Context: an optimization exercise on an open-source flow, tuned for small area. The choices shown serve that exercise and are no tape-out recipe.
Function was checked by simulation only, so behaviour that the tests miss may differ from the original.
Power figures rest on the tool's default switching activity, not on a simulated workload.

==> flow/design.v <==
package decode_stage_p_pkg;
    localparam int DW_D   = 32;
    localparam int NREG_D = 32;
    localparam int PCW_D  = 12;
    localparam int CTLW_D = 9;
    localparam logic [5:0] OP_R    = 6'b000000;
    localparam logic [5:0] OP_LW   = 6'b100011;
    localparam logic [5:0] OP_SW   = 6'b101011;
    localparam logic [5:0] OP_BEQ  = 6'b000100;
    localparam logic [5:0] OP_ADDI = 6'b001000;
    localparam int C_REGDST   = 8;
    localparam int C_ALUSRC   = 7;
    localparam int C_MEMTOREG = 6;
    localparam int C_REGWRITE = 5;
    localparam int C_MEMREAD  = 4;
    localparam int C_MEMWRITE = 3;
    localparam int C_BRANCH   = 2;
    localparam int C_ALUOP    = 0;
    localparam logic [8:0] CTL_R    = 9'b100100010;
    localparam logic [8:0] CTL_LW   = 9'b011110000;
    localparam logic [8:0] CTL_SW   = 9'b010001000;
    localparam logic [8:0] CTL_BEQ  = 9'b000000101;
    localparam logic [8:0] CTL_ADDI = 9'b010100000;
    function automatic logic [8:0] decode_ctl(input logic [5:0] op);
        decode_ctl = op == OP_R    ? CTL_R    :
               op == OP_LW   ? CTL_LW   :
               op == OP_SW   ? CTL_SW   :
               op == OP_BEQ  ? CTL_BEQ  :
               op == OP_ADDI ? CTL_ADDI : 9'b0;
    endfunction
    function automatic logic uses_rt(input logic [5:0] op);
        uses_rt = op == OP_R || op == OP_SW || op == OP_BEQ;
    endfunction
endpackage
module regfile_p #(
    parameter int DW   = 32,
    parameter int NREG = 32,
    parameter int AW   = $clog2(NREG)
) (
    input  logic          clk,
    input  logic          rst_n,
    input  logic          i_ld,
    input  logic [AW-1:0] i_ra0,
    input  logic [AW-1:0] i_ra1,
    input  logic [DW-1:0] i_old0,
    input  logic [DW-1:0] i_old1,
    output logic [DW-1:0] o_rd0,
    output logic [DW-1:0] o_rd1,
    input  logic          i_we,
    input  logic [AW-1:0] i_wa,
    input  logic [DW-1:0] i_wd
);
    logic [DW-1:0]   r_mem [1:NREG-1];
    logic [NREG-1:1] r_vld;
    always_ff @(posedge clk or negedge rst_n) begin
        if (!rst_n)
            r_vld <= '0;
        else if (i_we && i_wa != '0)
            r_vld[i_wa] <= 1'b1;
    end
    always_ff @(posedge clk) begin
        if (i_we && i_wa != '0)
            r_mem[i_wa] <= i_wd;
    end
    logic byp0, byp1;
    logic [NREG-1:1] sel0, sel1;
    assign byp0 = i_we && i_wa == i_ra0 && i_ra0 != '0;
    assign byp1 = i_we && i_wa == i_ra1 && i_ra1 != '0;
    always_comb begin
        for (int i = 1; i < NREG; i++) begin
            sel0[i] = i_ld && !byp0 && r_vld[i] && i_ra0 == AW'(i);
            sel1[i] = i_ld && !byp1 && r_vld[i] && i_ra1 == AW'(i);
        end
    end
    localparam int NT = NREG + 1;             
    localparam int NG = (NT + 2) / 3;         
    for (genvar p = 0; p < 2; p++) begin : g_port
        logic [NT-1:0] s;
        assign s = p == 0 ? {!i_ld, i_ld && byp0, sel0} : {!i_ld, i_ld && byp1, sel1};
        for (genvar b = 0; b < DW; b++) begin : g_bit
            logic [3*NG-1:0] d, sx;
            for (genvar i = 1; i < NREG; i++) begin : g_term
                assign d[i-1] = r_mem[i][b];
            end
            assign d[NREG-1] = i_wd[b];
            assign d[NREG]   = p == 0 ? i_old0[b] : i_old1[b];
            assign sx[NT-1:0] = s;
            if (3 * NG > NT) begin : g_pad
                assign d[3*NG-1:NT]  = '0;
                assign sx[3*NG-1:NT] = '0;
            end
            logic [NG-1:0] g;
            for (genvar k = 0; k < NG; k++) begin : g_grp
                rf_aoi222 u_aoi (.a0(d[3*k]), .s0(sx[3*k]), .a1(d[3*k+1]), .s1(sx[3*k+1]),
                                 .a2(d[3*k+2]), .s2(sx[3*k+2]), .y(g[k]));
            end
            logic [2:0] h;
            rf_nand4 u_n0 (.a(g[0]), .b(g[1]), .c(g[2]),  .d(g[3]), .y(h[0]));
            rf_nand4 u_n1 (.a(g[4]), .b(g[5]), .c(g[6]),  .d(g[7]), .y(h[1]));
            rf_nand3 u_n2 (.a(g[8]), .b(g[9]), .c(g[10]), .y(h[2]));
            logic y;
            rf_or3 u_or (.a(h[0]), .b(h[1]), .c(h[2]), .y(y));
            if (p == 0) begin : g_o0
                assign o_rd0[b] = y;
            end else begin : g_o1
                assign o_rd1[b] = y;
            end
        end
    end
endmodule
module rf_aoi222 (
    input  logic a0, s0, a1, s1, a2, s2,
    output logic y
);
    assign y = !((a0 && s0) || (a1 && s1) || (a2 && s2));
endmodule
module rf_nand4 (
    input  logic a, b, c, d,
    output logic y
);
    assign y = !(a && b && c && d);
endmodule
module rf_nand3 (
    input  logic a, b, c,
    output logic y
);
    assign y = !(a && b && c);
endmodule
module rf_or3 (
    input  logic a, b, c,
    output logic y
);
    assign y = a || b || c;
endmodule
module decode_stage_p #(
    parameter int DW   = decode_stage_p_pkg::DW_D,
    parameter int NREG = decode_stage_p_pkg::NREG_D,
    parameter int PCW  = decode_stage_p_pkg::PCW_D,
    parameter int CTLW = decode_stage_p_pkg::CTLW_D
) (
    input  logic            clk,
    input  logic            rst_n,
    input  logic            if_valid,
    input  logic [31:0]     if_ir,
    input  logic [PCW-1:0]  if_npc,
    output logic            id_ready,
    input  logic            ex_ready,
    input  logic            flush,
    input  logic            wb_we,
    input  logic [$clog2(NREG)-1:0] wb_addr,
    input  logic [DW-1:0]   wb_data,
    output logic            idex_valid,
    output logic [DW-1:0]   idex_a,
    output logic [DW-1:0]   idex_b,
    output logic [DW-1:0]   idex_imm,
    output logic [$clog2(NREG)-1:0] idex_rt,
    output logic [$clog2(NREG)-1:0] idex_rd,
    output logic [PCW-1:0]  idex_npc,
    output logic [CTLW-1:0] idex_ctl
);
    localparam int AW = $clog2(NREG);
    logic [5:0]      w_op;
    logic [AW-1:0]   w_rs, w_rt, w_rd;
    logic [DW-1:0]   w_a, w_b, w_imm;
    logic [CTLW-1:0] w_ctl;
    logic            w_hazard, w_advance, w_load;
    logic            r_valid;
    logic [DW-1:0]   r_a, r_b, r_imm;
    logic [AW-1:0]   r_rt, r_rd;
    logic [PCW-1:0]  r_npc;
    logic [CTLW-1:0] r_ctl;
    assign w_op  = if_ir[31:26];
    assign w_rs  = AW'(if_ir[25:21]);
    assign w_rt  = AW'(if_ir[20:16]);
    assign w_rd  = AW'(if_ir[15:11]);
    assign w_imm = {{(DW-16){if_ir[15]}}, if_ir[15:0]};
    assign w_ctl = CTLW'(decode_stage_p_pkg::decode_ctl(w_op));
    regfile_p #(.DW(DW), .NREG(NREG), .AW(AW)) u_rf (
        .clk   (clk),
        .rst_n (rst_n),
        .i_ld  (w_load),
        .i_ra0 (w_rs),
        .i_ra1 (w_rt),
        .i_old0(r_a),
        .i_old1(r_b),
        .o_rd0 (w_a),
        .o_rd1 (w_b),
        .i_we  (wb_we),
        .i_wa  (wb_addr),
        .i_wd  (wb_data)
    );
    assign w_hazard  = r_valid && r_ctl[decode_stage_p_pkg::C_MEMREAD] && r_rt != '0 &&
                       (r_rt == w_rs || (decode_stage_p_pkg::uses_rt(w_op) && r_rt == w_rt));
    assign w_advance = !r_valid || ex_ready;
    assign w_load    = w_advance && !w_hazard && !flush;
    always_ff @(posedge clk or negedge rst_n) begin
        if (!rst_n) begin
            r_a <= '0;
            r_b <= '0;
        end else begin
            r_a <= w_a;
            r_b <= w_b;
        end
    end
    always_ff @(posedge clk or negedge rst_n) begin
        if (!rst_n) begin
            r_valid <= 1'b0;
            r_imm   <= '0;
            r_rt    <= '0;
            r_rd    <= '0;
            r_npc   <= '0;
            r_ctl   <= '0;
        end else if (flush || (w_advance && w_hazard)) begin
            r_valid <= 1'b0;
            r_ctl   <= '0;
        end else if (w_advance) begin
            r_valid <= if_valid;
            r_imm   <= w_imm;
            r_rt    <= w_rt;
            r_rd    <= w_rd;
            r_npc   <= if_npc;
            r_ctl   <= w_ctl;
        end
    end
    assign id_ready   = w_load;
    assign idex_valid = r_valid;
    assign idex_a     = r_a;
    assign idex_b     = r_b;
    assign idex_imm   = r_imm;
    assign idex_rt    = r_rt;
    assign idex_rd    = r_rd;
    assign idex_npc   = r_npc;
    assign idex_ctl   = r_ctl;
endmodule
==> flow/flow/run.sh <==
#!/bin/bash
# Standard ORFS layout with three changes: port buffers are buf_1, and the clock tree uses
# clkbuf_8 with larger sink clusters and no dummy loads. make's output goes to flow_make.log.
set -euo pipefail
bash standard.sh \
  "BUFFER_PORTS_ARGS=-buffer_cell sky130_fd_sc_hd__buf_1" \
  "CTS_ARGS=-sink_clustering_enable -repair_clock_nets -dont_use_dummy_load -buf_list sky130_fd_sc_hd__clkbuf_8 -sink_clustering_size 20 -sink_clustering_max_diameter 60" \
  finish > flow_make.log 2>&1
==> flow/standard.sh <==
#!/bin/bash
# synth_recipe.tcl (not shown) runs the flow's synth.tcl, then flattens the netlist and writes it again
# the make line also repeats each setting of config.mk as NAME=value (left out here)
make -C /OpenROAD-flow-scripts/flow DESIGN_CONFIG=/design/flow/config.mk WORK_HOME=/design/flow/orfs CLKGATE_MAP_FILE= SYNTH_SCRIPT=/design/flow/synth_recipe.tcl "${@:-finish}"
==> flow/config.mk <==
export PLATFORM = sky130hd
export DESIGN_NAME = decode_stage_p
export DESIGN_NICKNAME = decode_stage_p
export VERILOG_FILES = /design/flow/design.v
export SDC_FILE = /design/flow/constraint.sdc
export NUM_CORES = 4
export LEC_CHECK = 0
export CAP_MARGIN = 20
export CORE_MARGIN = 2
export CORE_UTILIZATION = 45
export SLEW_MARGIN = 20
export SYNTH_HIERARCHICAL = 1
==> flow/constraint.sdc <==
create_clock -name core_clock -period 5.0 [get_ports {clk}]
set_input_delay 1.0000 -clock core_clock [delete_from_list [all_inputs] [get_ports {clk}]]
set_output_delay 1.0000 -clock core_clock [all_outputs]
set_load 0.01 [all_outputs]
==> results of run 1 <==
==> metrics by stage <==
step | cells | total power, mW
after floorplan | 2531 | 11.9
after global routing | 4222 | 17.2
after global placement | 4136 | 12.5
after detailed placement | 4136 | 12.6
after CTS | 4220 | 16.7
final | 4226 | 16.8
==> flip-flops by register name, summed over array words and instances, names as in the netlist <==
name        cells
u_rf.r_mem    992
r_a            32
r_b            32
u_rf.r_vld     31
r_imm          12
r_npc          12
r_ctl           6
r_rt            5
r_rd            4
r_valid         1
==> modules after synthesis, one instance, submodules excluded, a selection <==
module	flops+latches	cell area, µm²
rf_nand3	0	5.00
decode_stage_p	104	3490
rf_nand4	0	6.26
rf_aoi222	0	10.0
rf_or3	0	6.26
==> path summary, 6_finish.rpt <==
| path | from | slack [ns] | depth (start not counted) | to |
|---|---|---|---|---|
| worst max-delay path | r_rt[1] | 0.1 | 12 | r_a[26] |
| worst min-delay path | rst_n | 0.34 | 1 | u_rf.r_vld[15] |
| worst max register to register | r_rt[1] | 0.1 | 12 | r_a[26] |
| worst min register to register | u_rf.r_vld[4] | 0.48 | 1 | u_rf.r_vld[4] |
| max in group asynchronous | rst_n | 3.56 | 2 | r_a[29] |
| min in group core_clock | if_ir[1] | 0.44 | 2 | r_imm[1] |
==> power breakdown <==
group / internal [mW] / switching (mW) / leakage, nW
sequential: 10.6 / 0.397 / 10.7
combinational: 0.482 / 0.935 / 5.06
clock: 1.50 / 2.85 / 0.604
total: 12.6 / 4.18 / 16.3
==> cells by family (layout without fill, tap and decap cells) <==
| family | after synthesis | after routing | synth area share, % |
|---|---|---|---|
| simple gates | 454 | 454 | 6.09 |
| other cells | 0 | 5 | 0 |
| fa+ha+maj | 12 | 12 | 0.333 |
| buf+inv | 118 | 510 | 1.81 |
| flops | 1127 | 1127 | 73.6 |
| compound gates | 761 | 761 | 16.8 |
| mux | 33 | 33 | 0.825 |
| xor+xnor | 26 | 26 | 0.556 |
==> cell usage after synthesis, drive strengths merged, types with 2 or more instances <==
library cell / number
a222oi: 704
a31o: 31
a32o: 5
and2: 5
and3: 64
and3b: 4
and4: 2
buf: 102
clkbuf: 5
dfrtp: 135
edfxtp: 992
ha: 12
inv: 11
mux2: 33
nand2: 16
nand2b: 5
nand3: 71
nand3b: 4
nand4: 135
nor2: 46
nor2b: 4
nor3: 12
nor3b: 6
nor4: 5
o21ai: 4
o22ai: 4
o31ai: 2
or3: 65
or4: 3
xnor2: 14
xor2: 12
==> layer usage <==
layer | vias up | wire, µm | GRT usage [%]
met5 | - | 19 | 0
met4 | 4 | 10800 | 17.6
met3 | 563 | 26000 | 8.78
met2 | 3313 | 75000 | 48.6
met1 | 16729 | 57800 | 42.0
li1 | 12827 | - | -
==> worst max-delay path, cell delays in order (launching register included) <==
cell and delay (ns):
sky130_fd_sc_hd__dfrtp_1 0.47, sky130_fd_sc_hd__or4_1 0.53, sky130_fd_sc_hd__o21ai_1 0.15, sky130_fd_sc_hd__a21boi_1 0.12
sky130_fd_sc_hd__o22ai_4 0.36, sky130_fd_sc_hd__clkinvlp_4 0.25, sky130_fd_sc_hd__a41oi_1 0.41, sky130_fd_sc_hd__nor3b_2 0.59
sky130_fd_sc_hd__and3_1 0.91, sky130_fd_sc_hd__buf_4 0.46, sky130_fd_sc_hd__a222oi_1 0.16, sky130_fd_sc_hd__nand4_1 0.26
sky130_fd_sc_hd__or3_1 0.15
==> final cells by class <==
cell class / count / area (µm²)
Antenna cell: 5 / 12.5
Clock buffer: 84 / 1160
Fill cell: 8184 / 49800
Inverter: 11 / 45.0
Multi-Input combinational cell: 1286 / 11300
Sequential cell: 1127 / 33200
Tap cell: 1298 / 1620
Timing Repair Buffer: 415 / 2530
==> results by group, run 1 <==
STA
  – Endpoints failing hold: 0
  – Post-route fraction of the period consumed by the critical path: 98.0%
  – Final sum of negative setup slack: 0 ns
  – Highest Clock Rate: 204 MHz
  – RSZ-0062 raised after global routing: no
  – Final worst clock skew: 0.144 ns
  – Count of final setup violators: 0
  – Pins Over Slew Limit: 0
  – Worst hold slack: 0.344 ns
  – Normalized max-slew margin: 17.3%
  – Final worst path period need: 4.90 ns
  – Setup slack of the critical path after layout: 0.0989 ns
  – Actual transition at the worst max-transition pin: 1.24 ns

Place
  – Number of buffer cells added on primary ports: 215
  – Placer's final routability congestion estimate: 0.936
  – Pre-CTS setup slack: -0.140 ns
  – Placed inst area: 48,700 µm²
  – DP Wirelength: 102 mm

Synth
  – Dominant register cell in the synthesized netlist: sky130_fd_sc_hd__edfxtp_1
  – Share of flip-flops with an asynchronous set or reset: 12.0%
  – Synthesized area per cell: 17.8 µm²
  – Synth area leader: sky130_fd_sc_hd__edfxtp_1
  – Synth top area cells: sky130_fd_sc_hd__edfxtp_1 66%, sky130_fd_sc_hd__a222oi_1 16%, sky130_fd_sc_hd__dfrtp_1 7.5%, sky130_fd_sc_hd__nand4_1 1.9%, sky130_fd_sc_hd__buf_4 1.5%
  – Top-area cell type share of the netlist area: 66.1%
  – Count of flip-flops with a built-in enable after synthesis: 992
  – Number of warnings printed during yosys synthesis: 8
  – Syn_nets: 2,630
  – Sequential share of the synthesized area: 73.6%
  – Mapped cell area: 45,000 µm²
  – Number of instances in the synthesized netlist: 2,531
  – Number of storage elements in the synthesis netlist: 1,127
  – Number of distinct library cells after synthesis: 68

Floorplan
  – DIE WIDTH: 320 µm
  – FP Rows: 116
  – Die H: 320 µm
  – Full die area: 103,000 µm²
  – Initial Utilization: 45.2%
  – Num ports: 216
  – Core Region: 99,700 µm²

Worst hold path
  – Worst min path class: in -> async

Drt
  – Initial DRT Pass Iterations: 14
  – Final ANT Viol Nets: 0
  – Drt initial violations: 9,199
  – Average via count per standard cell: 7.91
  – Routed wire length: 170 mm
  – Remaining design rule violation count: 0
  – Via Count: 33.4k
  – Detail-routed net length per standard cell: 40.1 µm

Clock network
  – Insertion delay to the later sink of the worst-skew pair: 0.80 ns
  – Clock slew at the register clock pins of the worst setup and hold paths: 0.12 ns
  – Count of hold-fix buffers inserted at cts: 0
  – Htree depth: 3
  – # clock sinks: 1,127
  – Clock Path Buffers: 3
  – CTS tree: yes
  – Resized cells post-CTS: 0
  – Buffers inserted during post-CTS setup optimization: 0
  – Total CTS buffers: 84
  – Master cell of the clock root buffer: sky130_fd_sc_hd__clkbuf_8

Status
  – Run status: finished clean

GRT
  – Wire length of the first global-routing pass: 235 mm
  – Number of antenna violations at the first check in global routing: 3
  – Final global-route overflow total: 0
  – Vias in the first global route: 32.6k
  – Global Route Usage Sum: 32.1%
  – Maximum number of pins on one net before global-route repair: 51

Setup path
  – Start-to-end type of the worst setup path: reg -> reg
  – Worst EP required: 5.70 ns
  – Launching element type of the critical path: flop
  – Crit-path max FO: 18
  – Element type at the critical path end: flop
  – Endpoint arrival time on the critical path: 5.60 ns

Finish
  – Most common cell after layout, fill and taps aside: sky130_fd_sc_hd__edfxtp_1
  – Highest-count cells in the layout ignoring fill and taps: 992 x sky130_fd_sc_hd__edfxtp_1, 704 x sky130_fd_sc_hd__a222oi_1, 213 x sky130_fd_sc_hd__buf_1, 183 x sky130_fd_sc_hd__buf_4, 135 x sky130_fd_sc_hd__dfrtp_1
  – Fraction of layout cells with a size suffix above 1: 12.8%
  – Post-layout net count: 3,024
  – Utilization after layout: 50.0%
  – Final Cell Area: 49,900 µm²
  – Relative area change from synthesis to final layout: 10.7%

Power
  – Peak supply drop: 0.280 mV
  – Power density over cell area: 336 nW/µm²
  – Total leakage power: 16.3 nW

Run
  – Number of max-capacitance violations reported: 0
==> run 2: changes to the inputs <==
--- a/flow/design.v
+++ b/flow/design.v
@@ -29,4 +29,25 @@
                op == OP_ADDI ? CTL_ADDI : 9'b0;
     endfunction
+    localparam logic [2:0] K_NONE = 3'b000;
+    localparam logic [2:0] K_R    = 3'b001;
+    localparam logic [2:0] K_BEQ  = 3'b010;
+    localparam logic [2:0] K_LW   = 3'b101;
+    localparam logic [2:0] K_SW   = 3'b110;
+    localparam logic [2:0] K_ADDI = 3'b111;
+    function automatic logic [2:0] decode_kind(input logic [5:0] op);
+        decode_kind = op == OP_R    ? K_R    :
+                op == OP_LW   ? K_LW   :
+                op == OP_SW   ? K_SW   :
+                op == OP_BEQ  ? K_BEQ  :
+                op == OP_ADDI ? K_ADDI : K_NONE;
+    endfunction
+    function automatic logic [8:0] kind_ctl(input logic [2:0] k);
+        logic r, lw, sw, beq;
+        r   = !k[2] && k[0];
+        beq = !k[2] && k[1];
+        lw  = k[2] && !k[1] && k[0];
+        sw  = k[2] && !k[0];
+        kind_ctl = {r, k[2], lw, k[0], lw, sw, beq, r, beq};
+    endfunction
     function automatic logic uses_rt(input logic [5:0] op);
         uses_rt = op == OP_R || op == OP_SW || op == OP_BEQ;
@@ -163,5 +184,5 @@
     logic [AW-1:0]   w_rs, w_rt, w_rd;
     logic [DW-1:0]   w_a, w_b, w_imm;
-    logic [CTLW-1:0] w_ctl;
+    logic [2:0]      w_kind;
     logic            w_hazard, w_advance, w_load;
     logic            r_valid;
@@ -169,5 +190,5 @@
     logic [AW-1:0]   r_rt, r_rd;
     logic [PCW-1:0]  r_npc;
-    logic [CTLW-1:0] r_ctl;
+    logic [2:0]      r_kind;
     assign w_op  = if_ir[31:26];
     assign w_rs  = AW'(if_ir[25:21]);
@@ -175,5 +196,5 @@
     assign w_rd  = AW'(if_ir[15:11]);
     assign w_imm = {{(DW-16){if_ir[15]}}, if_ir[15:0]};
-    assign w_ctl = CTLW'(decode_stage_p_pkg::decode_ctl(w_op));
+    assign w_kind = decode_stage_p_pkg::decode_kind(w_op);
     regfile_p #(.DW(DW), .NREG(NREG), .AW(AW)) u_rf (
         .clk   (clk),
@@ -190,5 +211,5 @@
         .i_wd  (wb_data)
     );
-    assign w_hazard  = r_valid && r_ctl[decode_stage_p_pkg::C_MEMREAD] && r_rt != '0 &&
+    assign w_hazard  = r_valid && r_kind == decode_stage_p_pkg::K_LW && r_rt != '0 &&
                        (r_rt == w_rs || (decode_stage_p_pkg::uses_rt(w_op) && r_rt == w_rt));
     assign w_advance = !r_valid || ex_ready;
@@ -210,8 +231,8 @@
             r_rd    <= '0;
             r_npc   <= '0;
-            r_ctl   <= '0;
+            r_kind  <= decode_stage_p_pkg::K_NONE;
         end else if (flush || (w_advance && w_hazard)) begin
             r_valid <= 1'b0;
-            r_ctl   <= '0;
+            r_kind  <= decode_stage_p_pkg::K_NONE;
         end else if (w_advance) begin
             r_valid <= if_valid;
@@ -220,5 +241,5 @@
             r_rd    <= w_rd;
             r_npc   <= if_npc;
-            r_ctl   <= w_ctl;
+            r_kind  <= w_kind;
         end
     end
@@ -231,4 +252,4 @@
     assign idex_rd    = r_rd;
     assign idex_npc   = r_npc;
-    assign idex_ctl   = r_ctl;
-endmodule
+    assign idex_ctl   = CTLW'(decode_stage_p_pkg::kind_ctl(r_kind));
+endmodule
==> run 2 against run 1 <==
  * Worst setup slack improved by 0.38 ns
  * Non-clock buffer count down 45
  * First-iteration DRC count shrank 0.12%
  * Clock skew down 0.020 ns
  * Maximum frequency is 8.3% higher
  * Global-route usage fell by 1.3 points
  * Final cell count decreased by 1.1%
  * Total power about the same
  * Register-to-register slack improved by 0.38 ns
  * Sequential share of layout area increased by 0.41 points
  * Via count shrank 2.3%
  * Sequential power barely moved
  * Critical path type unchanged
==> results by group, run 2 <==
Status
  – Run status: finished clean

Synth
  – Count of flip-flops with a built-in enable after synthesis: 992 (unchanged)
  – Synthesized area per cell: 17.8 µm² (about the same)
  – Synth area leader: sky130_fd_sc_hd__edfxtp_1
  – Sequential share of the synthesized area: 73.6% (-0.075 points)
  – Number of warnings printed during yosys synthesis: 8 (unchanged)
  – Synth top area cells: sky130_fd_sc_hd__edfxtp_1 66%, sky130_fd_sc_hd__a222oi_1 16%, sky130_fd_sc_hd__dfrtp_1 7.3%, sky130_fd_sc_hd__nand4_1 1.9%, sky130_fd_sc_hd__buf_4 1.5%
  – Most used standard cells in the synthesized netlist: 992 x sky130_fd_sc_hd__edfxtp_1, 704 x sky130_fd_sc_hd__a222oi_1, 134 x sky130_fd_sc_hd__nand4_1, 132 x sky130_fd_sc_hd__dfrtp_1, 91 x sky130_fd_sc_hd__buf_4
  – Most common cell in the netlist: sky130_fd_sc_hd__edfxtp_1
  – Number of distinct library cells after synthesis: 66 (-2.9%)
  – Mapped cell area: 45,000 µm² (-0.12%)
  – Top-area cell type share of the netlist area: 66.2% (+0.083 points)
  – Dominant register cell in the synthesized netlist: sky130_fd_sc_hd__edfxtp_1
  – Number of instances in the synthesized netlist: 2,530 (-0.040%)
  – Share of flip-flops with an asynchronous set or reset: 11.7% (-0.23 points)
  – Syn_nets: 2,629 (-0.038%)
  – Number of storage elements in the synthesis netlist: 1,124 (-0.27%)

Run
  – Number of max-capacitance violations reported: 0 (unchanged)

Power
  – Final total power: 16.8 mW (about the same)
  – Sequential group share of total power: 65.7% (about the same)
  – Combinational Power Share: 7.9% (-0.6 points)
  – Total leakage power: 16.1 nW (-1.5%)
  – Internal: 12.6 mW (+0.19%)
  – Switching fraction of total power: 24.8% (-0.13 points)
  – Peak supply drop: 0.248 mV (-11%)
  – Power density over cell area: 339 nW/µm² (+0.87%)
  – Clock group share of total power: 26.3% (+0.3 points)
  – Psw: 4.16 mW (-0.50%)

Place
  – Dpl cells: 4,079 (-1.4%)
  – Number of buffer cells added on primary ports: 215 (unchanged)
  – Pre-CTS setup slack: 0.144 ns (+0.284 ns)
  – DP Wirelength: 94.0 mm (-8.0%)
  – Placed inst area: 48,200 µm² (-0.95%)
  – Placer's final routability congestion estimate: 0.944 (+0.94%)

Floorplan
  – Core Region: 98,700 µm² (-1.0%)
  – Num ports: 216 (unchanged)
  – FP Rows: 115 (-0.86%)
  – DIE WIDTH: 320 µm (about the same)
  – Full die area: 103,000 µm² (-0.13%)
  – Initial Utilization: 45.6% (+0.40 points)
  – Die H: 320 µm (about the same)

Clock network
  – Resized cells post-CTS: 0 (unchanged)
  – Insertion delay to the later sink of the worst-skew pair: 0.79 ns (about the same)
  – Master cell of the clock root buffer: sky130_fd_sc_hd__clkbuf_8
  – # clock sinks: 1,124 (-0.27%)
  – CTS tree: yes
  – Buffers inserted during post-CTS setup optimization: 0 (unchanged)
  – Clock Path Buffers: 3 (unchanged)
  – Clock slew at the register clock pins of the worst setup and hold paths: 0.10 ns (-0.02 ns)
  – Total CTS buffers: 88 (+4.8%)
  – Htree depth: 3 (unchanged)
  – Count of hold-fix buffers inserted at cts: 0 (unchanged)

STA
  – Normalized max-slew margin: 16.7% (-0.56 points)
  – Highest Clock Rate: 221 MHz (+8.3%)
  – Endpoints failing hold: 0 (unchanged)
  – Worst hold slack: 0.427 ns (+0.0837 ns)
  – Final worst path period need: 4.52 ns (-0.376 ns)
  – Post-route fraction of the period consumed by the critical path: 90.5% (-7.5 points)
  – Final worst clock skew: 0.124 ns (-0.0197 ns)
  – Count of final setup violators: 0 (unchanged)
  – Final sum of negative setup slack: 0 ns (unchanged)
  – Setup slack of the critical path after layout: 0.475 ns (+0.376 ns)
  – RSZ-0062 raised after global routing: no
  – Actual transition at the worst max-transition pin: 1.25 ns (+0.00552 ns)
  – Pins Over Slew Limit: 0 (unchanged)

Setup path
  – Crit-path max FO: 32 (+14)
  – Crit path from: r_rt[2]
  – Launching element type of the critical path: flop
  – Start-to-end type of the worst setup path: reg -> reg
  – R2r startpoint: r_rt[2]
  – Worst EP required: 5.68 ns (-0.02 ns)
  – Element type at the critical path end: flop
  – Endpoint arrival time on the critical path: 5.20 ns (-0.40 ns)

GRT
  – Met2 capacity usage during global routing: 46.4% (-2.3 points)
  – Final global-route overflow total: 0 (unchanged)
  – Wire length of the first global-routing pass: 227 mm (-3.7%)
  – Maximum number of pins on one net before global-route repair: 68 (+33%)
  – Number of antenna violations at the first check in global routing: 6 (+3)
  – Gr busiest metal: met2
  – Global Route Usage Sum: 30.8% (-1.3 points)
  – Met1 Usage GRT: 40.2% (-1.8 points)
  – Global-route met3 utilization: 7.50% (-1.3 points)
  – Vias in the first global route: 31.6k (-3.1%)

Drt
  – Remaining design rule violation count: 0 (unchanged)
  – Average via count per standard cell: 7.81 (-1.2%)
  – Via Count: 32.7k (-2.3%)
  – Routed wire length: 164 mm (-3.4%)
  – Drt initial violations: 9,188 (-0.12%)
  – Initial DRT Pass Iterations: 14 (unchanged)
  – Final ANT Viol Nets: 0 (unchanged)
  – Detail-routed net length per standard cell: 39.2 µm (-2.3%)

Finish
  – Relative area change from synthesis to final layout: 9.91%
  – Fraction of layout cells with a size suffix above 1: 12.0% (-0.82 points)
  – Utilization after layout: 50.1% (+0.083 points)
  – Highest-count cells in the layout ignoring fill and taps: 992 x sky130_fd_sc_hd__edfxtp_1, 704 x sky130_fd_sc_hd__a222oi_1, 213 x sky130_fd_sc_hd__buf_1, 143 x sky130_fd_sc_hd__buf_4, 134 x sky130_fd_sc_hd__nand4_1
  – Final standard cell count with taps included and fillers excluded: 4,179 (-1.1%)
  – Number of flip-flops in the largest register: 992 (unchanged)
  – Largest reg by FF count: u_rf.r_mem
  – Post-layout net count: 2,981 (-1.4%)
  – Number of fillers in the final layout: 8,180 (-0.049%)
  – Most common cell after layout, fill and taps aside: sky130_fd_sc_hd__edfxtp_1
  – Largest registers: u_rf.r_mem: 992 flops, r_a: 32 flops, r_b: 32 flops
  – Final Cell Area: 49,400 µm² (-0.84%)

Worst hold path
  – Worst min path class: in -> async
## run 2: cell types whose count changed after synthesis, moves of 3 or more
cell / delta
sky130_fd_sc_hd__mux2_1: -27
sky130_fd_sc_hd__mux2_2: +27
sky130_fd_sc_hd__a32o_1: -5
sky130_fd_sc_hd__nor2b_1: +5
sky130_fd_sc_hd__xnor2_1: +4
sky130_fd_sc_hd__xor2_1: -4
sky130_fd_sc_hd__dfrtp_1: -3
sky130_fd_sc_hd__nor2_1: -3
## run 2: logic make-up (layout without fill, tap and decap cells)
logic type,count (synthesis),in the layout,synth area share (%)
AOI/OAI and AO/OA,757,757,16.7
and+or+nand+nor,460,460,6.24
buffers and inverters,118,468,1.82
other,0,12,0
xor gates and xnor gates,26,26,0.556
DFF,1124,1124,73.6
muxes,33,33,0.826
adders and majority gates,12,12,0.334
## run 2: final cells by class
cell class	count	area, µm²	area share, %
diodes	12	30.0	0.0607
clock buffers	88	1210	2.45
inverters	10	41.3	0.0835
multi-input cells	1288	11300	22.9
flip-flops and latches	1124	33100	66.9
well taps	1287	1610	3.26
repair buffers	370	2140	4.32
## run 2: critical path: stages, from the launching register on
cell and delay [ns]:
sky130_fd_sc_hd__dfrtp_1 0.46, sky130_fd_sc_hd__or4_1 0.53, sky130_fd_sc_hd__o211ai_2 0.17, sky130_fd_sc_hd__nor4b_1 0.12, sky130_fd_sc_hd__nor4_4 0.36, sky130_fd_sc_hd__clkinvlp_4 0.15, sky130_fd_sc_hd__a41oi_1 0.35, sky130_fd_sc_hd__nor3b_2 0.55
sky130_fd_sc_hd__and3_2 1.05, sky130_fd_sc_hd__a222oi_1 0.23, sky130_fd_sc_hd__nand4_1 0.33, sky130_fd_sc_hd__or3_1 0.16
## run 2: per-layer routing
layer / share of wire [%] / up-vias
li1: - / 12709
met1: 35 / 16406
met2: 44 / 3060
met3: 14 / 482
met4: 7.3 / 0
met5: 0 / -
## run 2: path summary, 6_finish.rpt
path	cells past startpoint	slack (ns)	end
max in group asynchronous	2	3.51	r_a[18]
min in group core_clock	1	0.49	r_npc[3]
min	1	0.43	r_b[23]
max	11	0.48	r_a[5]
max reg2reg	11	0.48	r_a[5]
min reg2reg	1	0.49	r_npc[3]
## run 2: Yosys stat by module (local to each module, per instance), excerpt
| module | cells inside | cell area, µm² | times used |
|---|---|---|---|
| rf_aoi222 | 1 | 10.0 | 704 |
| rf_or3 | 1 | 6.26 | 64 |
| rf_nand4 | 1 | 6.26 | 128 |
| decode_stage_p | 204 | 3430 | 1 |
| rf_nand3 | 1 | 5.00 | 64 |
## run 2: power by group through the flow
stage	Sequential, mW	Combinational [mW]	Clock, mW
finish	11.0	1.33	4.41
global route	11.0	1.41	4.78
CTS	11.0	1.31	4.46
detailed placement	11.2	1.31	0
global placement	11.2	1.28	0
floorplan	11.0	0.777	0
==> run 3: changes to the inputs <==
==> flow/flow/run.sh (replaced) <==
#!/bin/bash
# Standard ORFS layout with three changes: port buffers are buf_1, and the clock tree uses
# clkbuf_8 with larger sink clusters and no dummy loads. make's output goes to flow_make.log.
set -euo pipefail
bash standard.sh \
  "BUFFER_PORTS_ARGS=-buffer_cell sky130_fd_sc_hd__buf_1" \
  "CTS_ARGS=-sink_clustering_enable -repair_clock_nets -dont_use_dummy_load -buf_list sky130_fd_sc_hd__clkbuf_8 -sink_clustering_size 18 -sink_clustering_max_diameter 50" \
  finish > flow_make.log 2>&1
--- a/flow/config.mk
+++ b/flow/config.mk
@@ -8,5 +8,6 @@
 export CAP_MARGIN = 20
 export CORE_MARGIN = 2
-export CORE_UTILIZATION = 45
+export CORE_UTILIZATION = 55
+export PLACE_DENSITY = 0.65
 export SLEW_MARGIN = 20
 export SYNTH_HIERARCHICAL = 1
==> run 3 against run 2 <==
  * Clock skew is 0.023 ns lower
  * Clock power is 7.0% higher
  * Combinational power hardly changed
  * Count of clock-buffer cells in the layout is 15 higher
  * Cell area hardly changed
  * Largest cell class unchanged
==> results by group, run 3 <==
STA
  – Setup slack of the critical path after layout: 0.476 ns (+0.000934 ns)
  – Pins Over Slew Limit: 0 (unchanged)
  – Endpoints failing hold: 0 (unchanged)
  – Actual transition at the worst max-transition pin: 1.19 ns (-0.0549 ns)
  – Highest Clock Rate: 221 MHz (about the same)
  – RSZ-0062 raised after global routing: no
  – Post-route fraction of the period consumed by the critical path: 90.5% (about the same)
  – Final sum of negative setup slack: 0 ns (unchanged)
  – Normalized max-slew margin: 20.6% (+3.9 points)
  – Final worst clock skew: 0.102 ns (-0.0229 ns)
  – Final worst path period need: 4.52 ns (-0.000934 ns)
  – Worst hold slack: 0.165 ns (-0.262 ns)
  – Count of final setup violators: 0 (unchanged)

Finish
  – Most common cell after layout, fill and taps aside: sky130_fd_sc_hd__edfxtp_1
  – Utilization after layout: 61.1% (+11 points)
  – Final Cell Area: 49,400 µm² (about the same)
  – Post-layout net count: 2,999 (+0.60%)
  – Fraction of layout cells with a size suffix above 1: 12.2% (+0.24 points)
  – Largest registers: u_rf.r_mem: 992 flops, r_a: 32 flops, r_b: 32 flops
  – Largest reg by FF count: u_rf.r_mem
  – Final standard cell count with taps included and fillers excluded: 3,962 (-5.2%)
  – Highest-count cells in the layout ignoring fill and taps: 992 x sky130_fd_sc_hd__edfxtp_1, 704 x sky130_fd_sc_hd__a222oi_1, 214 x sky130_fd_sc_hd__buf_1, 142 x sky130_fd_sc_hd__buf_4, 134 x sky130_fd_sc_hd__nand4_1
  – Number of flip-flops in the largest register: 992 (unchanged)
  – Relative area change from synthesis to final layout: 9.81% (about the same)

Power
  – Final total power: 17.0 mW (+1.2%)
  – Power density over cell area: 344 nW/µm² (+1.3%)
  – Peak supply drop: 0.294 mV (+19%)
  – Total leakage power: 16.2 nW (+0.84%)

Drt
  – Initial DRT Pass Iterations: 14 (unchanged)
  – Detail-routed net length per standard cell: 41.2 µm (+5.1%)
  – Via Count: 33.5k (+2.6%)
  – Final ANT Viol Nets: 0 (unchanged)
  – Remaining design rule violation count: 0 (unchanged)
  – Routed wire length: 163 mm (-0.38%)
  – Average via count per standard cell: 8.46 (+8.3%)
  – Drt initial violations: 9,553 (+4.0%)

Clock network
  – # clock sinks: 1,124 (unchanged)
  – Resized cells post-CTS: 0 (unchanged)
  – Count of hold-fix buffers inserted at cts: 0 (unchanged)
  – Clock Path Buffers: 3 (unchanged)
  – Master cell of the clock root buffer: sky130_fd_sc_hd__clkbuf_8
  – Total CTS buffers: 103 (+17%)
  – Clock slew at the register clock pins of the worst setup and hold paths: 0.08 ns (-0.02 ns)
  – Insertion delay to the later sink of the worst-skew pair: 0.79 ns (about the same)
  – Buffers inserted during post-CTS setup optimization: 0 (unchanged)
  – CTS tree: yes
  – Htree depth: 3 (unchanged)

Synth
  – Dominant register cell in the synthesized netlist: sky130_fd_sc_hd__edfxtp_1
  – Count of flip-flops with a built-in enable after synthesis: 992 (unchanged)
  – Number of instances in the synthesized netlist: 2,530 (unchanged)
  – Synth area leader: sky130_fd_sc_hd__edfxtp_1
  – Number of warnings printed during yosys synthesis: 8 (unchanged)
  – Most common cell in the netlist: sky130_fd_sc_hd__edfxtp_1
  – Share of flip-flops with an asynchronous set or reset: 11.7% (unchanged)
  – Synthesized area per cell: 17.8 µm² (unchanged)
  – Mapped cell area: 45,000 µm² (unchanged)
  – Synth top area cells: sky130_fd_sc_hd__edfxtp_1 66%, sky130_fd_sc_hd__a222oi_1 16%, sky130_fd_sc_hd__dfrtp_1 7.3%, sky130_fd_sc_hd__nand4_1 1.9%, sky130_fd_sc_hd__buf_4 1.5%
  – Number of storage elements in the synthesis netlist: 1,124 (unchanged)
  – Number of distinct library cells after synthesis: 66 (unchanged)
  – Sequential share of the synthesized area: 73.6% (unchanged)
  – Most used standard cells in the synthesized netlist: 992 x sky130_fd_sc_hd__edfxtp_1, 704 x sky130_fd_sc_hd__a222oi_1, 134 x sky130_fd_sc_hd__nand4_1, 132 x sky130_fd_sc_hd__dfrtp_1, 91 x sky130_fd_sc_hd__buf_4
  – Top-area cell type share of the netlist area: 66.2% (unchanged)
  – Syn_nets: 2,629 (unchanged)

Place
  – Dpl cells: 3,855 (-5.5%)
  – Placer's final routability congestion estimate: 0.980 (+3.8%)
  – Number of buffer cells added on primary ports: 215 (unchanged)
  – Pre-CTS setup slack: 0.256 ns (+0.113 ns)
  – Placed inst area: 48,000 µm² (-0.49%)
  – DP Wirelength: 90.3 mm (-3.9%)

GRT
  – Global Route Usage Sum: 37.6% (+6.8 points)
  – Final global-route overflow total: 0 (unchanged)
  – Number of antenna violations at the first check in global routing: 4 (-2)
  – Vias in the first global route: 32.8k (+3.9%)
  – Wire length of the first global-routing pass: 229 mm (+0.84%)
  – Maximum number of pins on one net before global-route repair: 59 (-13%)

Floorplan
  – FP Rows: 104 (-9.6%)
  – Die H: 290 µm (-9.4%)
  – Full die area: 84,100 µm² (-18%)
  – Core Region: 80,800 µm² (-18%)
  – DIE WIDTH: 290 µm (-9.4%)
  – Initial Utilization: 55.7% (+10 points)
  – Num ports: 216 (unchanged)

Setup path
  – Launching element type of the critical path: flop
  – WP buf/inv: 4 (+3)
  – Cell with the most instances on the worst path: sky130_fd_sc_hd__buf_4
  – Endpoint arrival time on the critical path: 5.22 ns (+0.02 ns)
  – Slowest cell delay on critical path: 0.70 ns (-0.35 ns)
  – Start-to-end type of the worst setup path: reg -> reg
  – Crit-path max FO: 39 (+22%)
  – Worst EP required: 5.70 ns (+0.02 ns)
  – Kind of cell with the highest combined delay on the critical path: simple AND/OR/NAND/NOR gates
  – Element type at the critical path end: flop
  – Critical-path cell list: or4_1 > o211ai_2 > nor4b_1 > buf_4 > nor4_4 > clkinvlp_4 > buf_4 > nor4_1 > and3_1 > buf_4 > a222oi_1 > nand4_1 > or3_1
  – Slowest stage cell on the critical path: sky130_fd_sc_hd__nor4_1

Status
  – Run status: finished clean

Worst hold path
  – Worst min path class: in -> async

Run
  – Number of max-capacitance violations reported: 0 (unchanged)
==> run 3: cell counts after synthesis <==
No cell type changed its count.
==> run 3: area by class of cell <==
type                    instances  area (µm²)
diodes                          4        10.0
clock buffers                 103        1420
fillers                      5935       31400
inverters                      10        41.3
multi-input cells            1288       11300
flip-flops and latches       1124       33100
well taps                    1060        1330
repair buffers                373        2200
==> run 3: cells by family after synthesis <==
kind of cell	count (synthesis)	share of synthesized area [%]
fa+ha+maj	12	0.334
simple gates	460	6.24
mux	33	0.826
flops	1124	73.6
xor+xnor	26	0.556
buf+inv	118	1.82
compound gates	757	16.7
==> run 3: Yosys stat by module (local to each module, per instance), excerpt <==
module	area [µm²]	times used	flops+latches
rf_nand3	5.00	64	0
rf_aoi222	10.0	704	0
decode_stage_p	3430	1	101
rf_or3	6.26	64	0
rf_nand4	6.26	128	0
==> run 3: final timing paths <==
kind | end | slack, ns | start | depth (start not counted)
max | r_b[22] | 0.48 | r_rt[1] | 13
min | r_imm[2] | 0.17 | rst_n | 1
max reg2reg | r_b[22] | 0.48 | r_rt[1] | 13
min reg2reg | u_rf.r_vld[10] | 0.48 | u_rf.r_vld[10] | 1
max in group asynchronous | u_rf.r_vld[7] | 3.73 | rst_n | 2
min in group core_clock | r_imm[4] | 0.46 | if_ir[4] | 2
==> run 3: layer usage <==
metal	wire [µm]	vias up	GRT usage (%)
met5	24	-	0
met4	11800	4	23.7
met3	25600	659	10.1
met2	71300	3615	55.9
met1	54400	16498	49.5
li1	-	12744	-
==> run 3: power by group <==
group	switching, mW	internal (mW)
clock network	2.89	1.83
registers	0.360	10.6
logic	0.859	0.469
==> run 4: changes to the inputs <==
--- a/flow/config.mk
+++ b/flow/config.mk
@@ -8,6 +8,6 @@
 export CAP_MARGIN = 20
 export CORE_MARGIN = 2
-export CORE_UTILIZATION = 55
-export PLACE_DENSITY = 0.65
+export CORE_UTILIZATION = 62
+export PLACE_DENSITY = 0.72
 export SLEW_MARGIN = 20
 export SYNTH_HIERARCHICAL = 1
==> run 4 against run 3 <==
  * Critical path type unchanged
  * Synthesized cell count did not move
  * Sequential share of layout area up 0.55 points
  * Non-clock buffer count decreased by 10
  * Largest power group unchanged
  * Final cell count decreased by 3.2%
==> results by group, run 4 <==
Setup path
  – Slowest stage cell on the critical path: sky130_fd_sc_hd__and3_1
  – Cell with the most instances on the worst path: sky130_fd_sc_hd__buf_4
  – Start-to-end type of the worst setup path: reg -> reg
  – Element type at the critical path end: flop
  – Worst EP required: 5.68 ns (-0.02 ns)
  – Endpoint arrival time on the critical path: 5.42 ns (+0.20 ns)
  – Crit-path max FO: 21 (-46%)
  – Launching element type of the critical path: flop
  – Slowest cell delay on critical path: 0.72 ns (+0.02 ns)
  – Critical-path cell list: or4_1 > o211ai_2 > nor4b_1 > buf_4 > nor4_4 > clkinvlp_4 > a41oi_1 > nor3b_2 > and3_1 > buf_4 > a222oi_1 > nand4_1 > or3_1

Synth
  – Largest family of logic cells by synthesized area: compound AO/OA/AOI/OAI gates
  – Mapped cell area: 45,000 µm² (unchanged)
  – Share of flip-flops with an asynchronous set or reset: 11.7% (unchanged)
  – Sequential share of the synthesized area: 73.6% (unchanged)
  – Synth top area cells: sky130_fd_sc_hd__edfxtp_1 66%, sky130_fd_sc_hd__a222oi_1 16%, sky130_fd_sc_hd__dfrtp_1 7.3%, sky130_fd_sc_hd__nand4_1 1.9%, sky130_fd_sc_hd__buf_4 1.5%
  – Number of distinct library cells after synthesis: 66 (unchanged)
  – XOR/XNOR share of the synthesized area: 0.556% (unchanged)
  – Most common cell in the netlist: sky130_fd_sc_hd__edfxtp_1
  – Simple-Gate Fraction of Synth Area: 6.24% (unchanged)
  – Number of instances in the synthesized netlist: 2,530 (unchanged)
  – Adder and majority cell fraction of the synthesized area: 0.334% (unchanged)
  – Synth area leader: sky130_fd_sc_hd__edfxtp_1
  – Synthesized area per cell: 17.8 µm² (unchanged)
  – Number of warnings printed during yosys synthesis: 8 (unchanged)
  – Compound-cell area share of the yosys netlist: 16.7% (unchanged)
  – Post-synthesis mux area share: 0.826% (unchanged)
  – Count of flip-flops with a built-in enable after synthesis: 992 (unchanged)
  – Most used standard cells in the synthesized netlist: 992 x sky130_fd_sc_hd__edfxtp_1, 704 x sky130_fd_sc_hd__a222oi_1, 134 x sky130_fd_sc_hd__nand4_1, 132 x sky130_fd_sc_hd__dfrtp_1, 91 x sky130_fd_sc_hd__buf_4
  – Number of storage elements in the synthesis netlist: 1,124 (unchanged)
  – Dominant register cell in the synthesized netlist: sky130_fd_sc_hd__edfxtp_1
  – Syn_nets: 2,629 (unchanged)
  – Top-area cell type share of the netlist area: 66.2% (unchanged)

STA
  – Pins Over Slew Limit: 0 (unchanged)
  – Final worst clock skew: 0.0965 ns (-0.00502 ns)
  – Post-route fraction of the period consumed by the critical path: 94.8% (+4.3 points)
  – Final sum of negative setup slack: 0 ns (unchanged)
  – RSZ-0062 raised after global routing: no
  – Endpoints failing hold: 0 (unchanged)
  – Setup slack of the critical path after layout: 0.261 ns (-0.215 ns)
  – Normalized max-slew margin: 17.8% (-2.8 points)
  – Actual transition at the worst max-transition pin: 1.23 ns (+0.0396 ns)
  – Highest Clock Rate: 211 MHz (-4.5%)
  – Count of final setup violators: 0 (unchanged)
  – Final worst path period need: 4.74 ns (+0.215 ns)

Place
  – Number of buffer cells added on primary ports: 215 (unchanged)
  – Placed inst area: 47,700 µm² (-0.66%)
  – DP Wirelength: 87.9 mm (-2.7%)
  – Pre-CTS setup slack: 0.118 ns (-0.139 ns)
  – Placer's final routability congestion estimate: 1.08 (+11%)

Finish
  – Most common cell after layout, fill and taps aside: sky130_fd_sc_hd__edfxtp_1
  – Largest registers: u_rf.r_mem: 992 flops, r_a: 32 flops, r_b: 32 flops
  – FF+latch area: 33,100 µm² (unchanged)
  – Number of fillers in the final layout: 4,729 (-20%)
  – Number of flip-flops in the largest register: 992 (unchanged)
  – Post-layout net count: 2,983 (-0.53%)
  – Area used by multi-input combinational logic: 11,300 µm² (about the same)
  – Relative area change from synthesis to final layout: 8.92%
  – Highest-count cells in the layout ignoring fill and taps: 992 x sky130_fd_sc_hd__edfxtp_1, 704 x sky130_fd_sc_hd__a222oi_1, 214 x sky130_fd_sc_hd__buf_1, 141 x sky130_fd_sc_hd__buf_4, 134 x sky130_fd_sc_hd__nand4_1
  – Fraction of layout cells with a size suffix above 1: 12.0% (-0.21 points)
  – Final Cell Area: 49,000 µm² (-0.81%)
  – Largest reg by FF count: u_rf.r_mem

GRT
  – Number of antenna violations at the first check in global routing: 4 (unchanged)
  – Maximum number of pins on one net before global-route repair: 112 (+90%)
  – Final global-route overflow total: 0 (unchanged)
  – Wire length of the first global-routing pass: 216 mm (-5.6%)
  – Vias in the first global route: 31.7k (-3.3%)
  – Global Route Usage Sum: 40.4% (+2.8 points)

Drt
  – Remaining design rule violation count: 0 (unchanged)
  – Routed wire length: 155 mm (-5.2%)
  – Average via count per standard cell: 8.67 (+2.5%)
  – Final ANT Viol Nets: 0 (unchanged)
  – Via Count: 33.3k (-0.76%)
  – Detail-routed net length per standard cell: 40.3 µm (-2.1%)
  – Drt initial violations: 10.6k (+11%)
  – Initial DRT Pass Iterations: 22 (+8)

Floorplan
  – Die H: 273 µm (-5.7%)
  – Full die area: 74,700 µm² (-11%)
  – FP Rows: 98 (-5.8%)
  – DIE WIDTH: 273 µm (-5.7%)
  – Initial Utilization: 62.8% (+7.2 points)
  – Num ports: 216 (unchanged)
  – Core Region: 71,600 µm² (-11%)

Worst hold path
  – Worst min path class: in -> async

Clock network
  – Total CTS buffers: 97 (-5.8%)
  – Buffers inserted during post-CTS setup optimization: 0 (unchanged)
  – CTS tree: yes
  – Master cell of the clock root buffer: sky130_fd_sc_hd__clkbuf_8
  – Insertion delay to the later sink of the worst-skew pair: 0.77 ns (-0.02 ns)
  – Resized cells post-CTS: 0 (unchanged)
  – Clock Path Buffers: 3 (unchanged)
  – # clock sinks: 1,124 (unchanged)
  – Clock slew at the register clock pins of the worst setup and hold paths: 0.10 ns (+0.02 ns)
  – Count of hold-fix buffers inserted at cts: 0 (unchanged)
  – Htree depth: 3 (unchanged)

Power
  – Power density over cell area: 344 nW/µm² (about the same)
  – Psw: 4.08 mW (-0.82%)
  – Total leakage power: 16.1 nW (-0.76%)
  – Sequential group share of total power: 65.3% (+0.9 points)
  – Clock group share of total power: 26.9% (-0.9 points)
  – Internal: 12.8 mW (-0.82%)
  – Peak supply drop: 0.250 mV (-15%)
  – Final total power: 16.8 mW (-0.82%)
  – Combinational Power Share: 7.8% (about the same)
  – Switching fraction of total power: 24.2% (about the same)

Status
  – Run status: finished clean

Run
  – Number of max-capacitance violations reported: 0 (unchanged)
## run 4: cell counts after synthesis
Identical to the previous run, type by type.
## run 4: cell type report
cell class,count,area share [%]
Sequential cell,1124,67.5
Multi-Input combinational cell,1288,23.1
Timing Repair Buffer,363,4.10
Clock buffer,97,2.72
Tap cell,950,2.43
Inverter,10,0.0843
Antenna cell,3,0.0153
## run 4: critical path: cells and delay by family (launching register included)
kind	cells	cell delay [ns]
AOI/OAI and AO/OA	3	0.74
DFF	1	0.45
and+or+nand+nor	7	2.68
buffers and inverters	3	0.85
## run 4: metrics by stage
step	instances	utilization [%]	hold WS, ns
detailed placement	3735	66.6	0.465
floorplan	2530	-	0.444
global route	3834	68.4	0.183
global placement	3735	66.6	0.456
CTS	3832	68.4	0.160
finish	3835	68.4	0.186
## run 4: worst paths after layout
path,endpoint,depth (start not counted),startpoint,slack (ns)
min,r_imm[0],1,rst_n,0.19
max in group asynchronous,r_a[28],2,rst_n,3.72
max reg2reg,r_a[13],13,r_rt[1],0.26
min in group core_clock,u_rf.r_vld[5],1,u_rf.r_vld[5],0.48
min reg2reg,u_rf.r_vld[5],1,u_rf.r_vld[5],0.48
max,r_a[13],13,r_rt[1],0.26
## run 4: cells by family after synthesis
group	count (synthesis)
xor+xnor	26
fa+ha+maj	12
simple gates	460
mux	33
flops	1124
buf+inv	118
compound gates	757
## run 4: power by group through the flow
stage / combinational, mW / sequential [mW] / clock (mW)
detailed placement: 1.28 / 11.2 / 0
global route: 1.38 / 11.0 / 4.83
CTS: 1.28 / 11.0 / 4.52
global placement: 1.24 / 11.1 / 0
floorplan: 0.777 / 11.0 / 0
finish: 1.32 / 11.0 / 4.53
## run 4: Yosys stat by module, one instance, submodules excluded, a selection
module          cell area [µm²]  flops+latches  cells
rf_or3                     6.26              0      1
rf_aoi222                  10.0              0      1
rf_nand3                   5.00              0      1
rf_nand4                   6.26              0      1
decode_stage_p             3430            101    204
## run 4: per-layer routing
metal / up-vias / wire [µm] / GRT usage (%)
met4: 2 / 12900 / 27.7
met5: - / 11 / 0
met1: 16023 / 48400 / 52.7
met3: 681 / 26300 / 11.8
li1: 12727 / - / -
met2: 3831 / 67100 / 59.2

==> port drivers added, routing unchanged <==
Ports are ideal in the flow. The routed layouts listed here were re-timed in OpenROAD. Step 1 sets driving cells, clkbuf_16 on the clock port and buf_2 on the other inputs (assumed; they add their load-dependent delay and slew). Step 2 adds t to the input delays and takes it off the output delays; t is the mean of the earliest and latest rising clock arrival at the registers after step 1. Input paths then give back, and output paths get back, about the clock's delay inside the block. a / b / c = no drivers / after step 1 / after step 2; a / b = the first two.
run | shift t [ns] | slack for setup (ns) | worst hold slack (ns)
run 1 | 0.800 | 0.099 / 0.099 / -0.263 | 0.344 / 0.304 / 0.485
run 2 | 0.794 | 0.475 / 0.475 / 0.011 | 0.427 / 0.387 / 0.492
run 3 | 0.811 | 0.476 / 0.476 / 0.079 | 0.165 / 0.124 / 0.482
run 4 | 0.793 | 0.261 / 0.261 / -0.091 | 0.186 / 0.142 / 0.477
With both steps, setup timing fails in run 1 and run 4, where it was met with ideal ports. For run 2, which loses most, drivers alone change the setup slack by 0.000 ns; drivers and shift together by -0.464 ns.
